Background: an optimization exercise with open tools, aiming at small area. Do not read the settings as production practice. Function was checked by simulation only, so behaviour that the tests miss may differ from the original. Power is estimated from default activity; no workload was simulated.

== run 1 ==
==> flow/design.v (excerpt) <==
module cpu_top (
    input  logic        clk,
    input  logic        rst_n,
    input  logic        run,
    input  logic        prog_we,
    input  logic [5:0]  prog_addr,
    input  logic [31:0] prog_wdata,
    input  logic [15:0] mem_rdata,
    output logic        mem_write,
    output logic        mem_read,
    output logic [15:0] mem_addr,
    output logic [15:0] mem_wdata,
    output logic [5:0]  pc
);
    cpu_core u_core (
        .clk        (clk),
        .rst_n      (rst_n),
        .run        (run),
        .prog_we    (prog_we),
        .prog_addr  (prog_addr),
        .prog_wdata (prog_wdata),
        .mem_rdata  (mem_rdata),
        .mem_write  (mem_write),
        .mem_read   (mem_read),
        .mem_addr   (mem_addr),
        .mem_wdata  (mem_wdata),
        .pc         (pc)
    );
endmodule
export LEC_CHECK = 0
export CAP_MARGIN = 20
export CORE_MARGIN = 2
export CORE_UTILIZATION = 55
export PLACE_DENSITY = 0.7
export SLEW_MARGIN = 20
export SYNTH_HIERARCHICAL = 1
create_clock -name core_clock -period 12.0 [get_ports {clk}]
standard.sh (not shown) runs the stock make flow with config.mk's settings and CLKGATE_MAP_FILE= SYNTH_SCRIPT=/design/flow/synth_recipe.tcl, a recipe that flattens the netlist after the stock synthesis.
==> flow/flow/run.sh <==
#!/bin/bash
set -euo pipefail
export CTS_ARGS="-sink_clustering_enable -repair_clock_nets -dont_use_dummy_load -sink_clustering_size 10 -sink_clustering_max_diameter 35 -root_buf sky130_fd_sc_hd__clkbuf_16 -buf_list sky130_fd_sc_hd__clkbuf_8 -sink_clustering_buffer sky130_fd_sc_hd__clkbuf_4"
export BUFFER_PORTS_ARGS="-buffer_cell sky130_fd_sc_hd__buf_1"
bash standard.sh > standard.log 2>&1
diff inputs: run 1 => run 2
--- a/flow/config.mk
+++ b/flow/config.mk
@@ -9,4 +9,4 @@
 export CORE_MARGIN = 2
-export CORE_UTILIZATION = 55
-export PLACE_DENSITY = 0.7
+export CORE_UTILIZATION = 68
+export PLACE_DENSITY = 0.85
 export SLEW_MARGIN = 20
- Run 2 closes out successfully: all stages finished, all timing, DRC and antenna checks passed.
- Per the comparison of run 2 with run 1, aggregate global-route resource usage climbed 7.5 points, worst hold slack across all endpoints barely changed.
- Area of the die (run 2 / run 1): 0.811
- What run 1 reported for filler cell count has to be multiplied by 0.70 to get the figure for run 2.
- Run 1 and run 2 ended up with nearly the same final clock period utilization by the worst path.
- Diff run 1 -> run 2: sequential logic power level, placement-stage worst setup slack moved up, total chip power moved down, post-route core utilization moved up.
--- input diff run 2..run 3 ---
==> flow/flow/run.sh <==
#!/bin/bash
set -euo pipefail
export CTS_ARGS="-sink_clustering_enable -repair_clock_nets -dont_use_dummy_load -sink_clustering_size 16 -sink_clustering_max_diameter 45 -root_buf sky130_fd_sc_hd__clkbuf_16 -buf_list sky130_fd_sc_hd__clkbuf_8 -sink_clustering_buffer sky130_fd_sc_hd__clkbuf_8"
export BUFFER_PORTS_ARGS="-buffer_cell sky130_fd_sc_hd__buf_1"
bash standard.sh > standard.log 2>&1
--- a/flow/config.mk
+++ b/flow/config.mk
@@ -9,4 +9,6 @@
 export CORE_MARGIN = 2
-export CORE_UTILIZATION = 68
-export PLACE_DENSITY = 0.85
+export CORE_UTILIZATION = 45
+export CTS_CLUSTER_DIAMETER = 60
+export CTS_CLUSTER_SIZE = 30
+export PLACE_DENSITY = 0.6
 export SLEW_MARGIN = 20
### Flow results
Run 3 went all the way through the flow, and no timing, DRC or antenna check failed.
~same maximum achievable frequency in run 2 and run 3
The run showing the greater vertical extent of the die is run 3.
Of run 2 and run 3, the lower share of cell area taken by multi-input logic gates belongs to run 3.
Of run 2 and run 3, the run reporting the higher clock insertion delay at the later pin of the skew report was run 3.
Compared with run 2, in run 3 via count now sits lower, number of cells in the finished layout apart from fillers went up 595, initial antenna violation count fell 5.
[compare] base=run 2 new=run 3: final period utilization decreased 0.26 points, total power increased 4.3%, standard-cell row count increased by 25 relative to the old numbers.
Looking at most utilized layer in the global route result, the met1 result is from run 3; the met2 one comes from run 2.
Against run 2, run 3 comes in 13 points lower on global-route usage.
A startpoint of the worst setup timing path of u_core.pc[4]$_DFFE_PN0P_ is what run 3 shows, while u_core.pc[2]$_DFFE_PN0P_ belongs to run 2.
Relative to run 3, the following input files were edited for run 4:
==> flow/flow/run.sh <==
#!/bin/bash
set -euo pipefail
export CTS_ARGS="-sink_clustering_enable -repair_clock_nets -dont_use_dummy_load -sink_clustering_size 30 -sink_clustering_max_diameter 60"
export BUFFER_PORTS_ARGS="-buffer_cell sky130_fd_sc_hd__buf_2"
bash standard.sh > standard.log 2>&1
[summary]
Clock buffer count from CTS in run 4 is 46 lower than in run 3. For flip-flop and latch area, run 4 and run 3 come out practically identical. Path length in cells of the critical path, run 4 vs run 3: up by a few percent. Wire: run 4 routes less than run 3. In summary, run 4 completed successfully, with a layout that passed the timing, design-rule and antenna checks.
Modified inputs, run 5 compared to run 4
==> flow/flow/run.sh <==
#!/bin/bash
set -euo pipefail
export CTS_ARGS="-sink_clustering_enable -repair_clock_nets -dont_use_dummy_load -sink_clustering_size 20 -sink_clustering_max_diameter 50 -root_buf sky130_fd_sc_hd__clkbuf_16 -buf_list sky130_fd_sc_hd__clkbuf_8 -sink_clustering_buffer sky130_fd_sc_hd__clkbuf_8"
export BUFFER_PORTS_ARGS="-buffer_cell sky130_fd_sc_hd__buf_1"
bash standard.sh > standard.log 2>&1
--- outcome ---
~same via count in run 5 and run 4. Run 5 vs run 4, summed area of non-filler cells in the final layout went down by about 1.6%. Run 5: minimum hold slack lower than run 4. Run 5 vs. run 4: switching fraction of total power rose by 1.4 points, met3 layer wire length in the routed design rose by 470 um, met1 usage fell by 0.39 points, number of cells on the worst reg-to-reg path fell by 3. Global-route usage ended up 0.24 points higher on run 5 than on run 4.


cpu_top, a different RTL version from the one above (not shown whole).
Size in the first run: about 3100 cells after synthesis, roughly 1700 flip-flops, roughly 62000 um^2 of cells after synthesis.
Design cpu_top, start of the top module:
module cpu_top (
    input  logic        clk,
    input  logic        rst_n,
    input  logic        run,
    input  logic        prog_we,
    input  logic [5:0]  prog_addr,
    input  logic [31:0] prog_wdata,
    input  logic [15:0] mem_rdata,
    output logic        mem_write,
    output logic        mem_read,
    output logic [15:0] mem_addr,
    output logic [15:0] mem_wdata,
    output logic [5:0]  pc
);
export LEC_CHECK = 0
export CAP_MARGIN = 20
export CORE_MARGIN = 2
export CORE_UTILIZATION = 45
export CTS_CLUSTER_DIAMETER = 60
export CTS_CLUSTER_SIZE = 30
export PLACE_DENSITY = 0.6
export SLEW_MARGIN = 20
export SYNTH_HIERARCHICAL = 1
create_clock -name core_clock -period 12.0 [get_ports {clk}]
run.sh (not shown) runs the stock make flow with config.mk's settings and CLKGATE_MAP_FILE= SYNTH_SCRIPT=/design/flow/synth_recipe.tcl, a recipe that flattens the netlist after the stock synthesis.
Stock flow here: none of the scripts above is used.
The baseline produced a clean layout.
Rerun with:
==> flow/flow/run.sh (new file) <==
#!/bin/bash
set -euo pipefail
export CTS_ARGS="-sink_clustering_enable -repair_clock_nets -dont_use_dummy_load -sink_clustering_size 30 -sink_clustering_max_diameter 60"
export BUFFER_PORTS_ARGS="-buffer_cell sky130_fd_sc_hd__buf_2"
bash standard.sh > standard.log 2>&1
==> flow/standard.sh (new file) <==
#!/bin/bash
# synth_recipe.tcl (not shown) runs the flow's synth.tcl, then flattens the netlist and writes it again
# the make line also repeats each setting of config.mk as NAME=value (left out here)
make -C /OpenROAD-flow-scripts/flow DESIGN_CONFIG=/design/flow/config.mk WORK_HOME=/design/flow/orfs CLKGATE_MAP_FILE= SYNTH_SCRIPT=/design/flow/synth_recipe.tcl "${@:-finish}"
removed: flow/run.sh
The changed run passed the timing, design-rule and antenna checks.
Setup slack improved by 110 ps.
Wire length came out higher by about 1.2%.
Count of clock-buffer cells in the layout goes down by 8.
Global-route usage rises by 0.38 points.
Synthesized area does not change.
Clock skew rose by 13 ps.

==> afterwards: timing with drivers on the ports <==
How much do the figures lean on ideal ports? The routed layouts below were timed once more, with nothing changed but the port constraints.
Step 1 assumes that a clkbuf_16 drives the clock port and a buf_2 every other input.
Step 2 also shifts input and output timing later by t, the mid clock arrival at the registers, as if the neighbouring blocks saw the same clock.
Slacks: ideal / step 1 / step 2; pairs: ideal / step 1.
| run | t, ns | slack for setup (ns) | slew at the worst register clock pin (ns) | cell pins on the clock port's net |
|---|---|---|---|---|
| run 1 | 0.799 | 0.186 / 0.110 / 0.910 | 0.11 / 0.11 | 1 |
| run 2 | 0.806 | 0.197 / 0.126 / 0.932 | 0.12 / 0.12 | 1 |
| run 3 | 0.849 | 0.228 / 0.148 / 0.997 | 0.10 / 0.10 | 1 |
| run 4 | 0.814 | 0.182 / 0.094 / 0.908 | 0.11 / 0.11 | 1 |
| run 5 | 0.820 | 0.413 / 0.331 / 1.151 | 0.12 / 0.12 | 1 |
| the first run of note 2 | 0.809 | 0.278 / 0.206 / 1.015 | 0.10 / 0.10 | 1 |
| the second run of note 2 | 0.800 | 0.392 / 0.309 / 1.109 | 0.11 / 0.11 | 1 |
After both steps setup and hold are still met in every run listed.
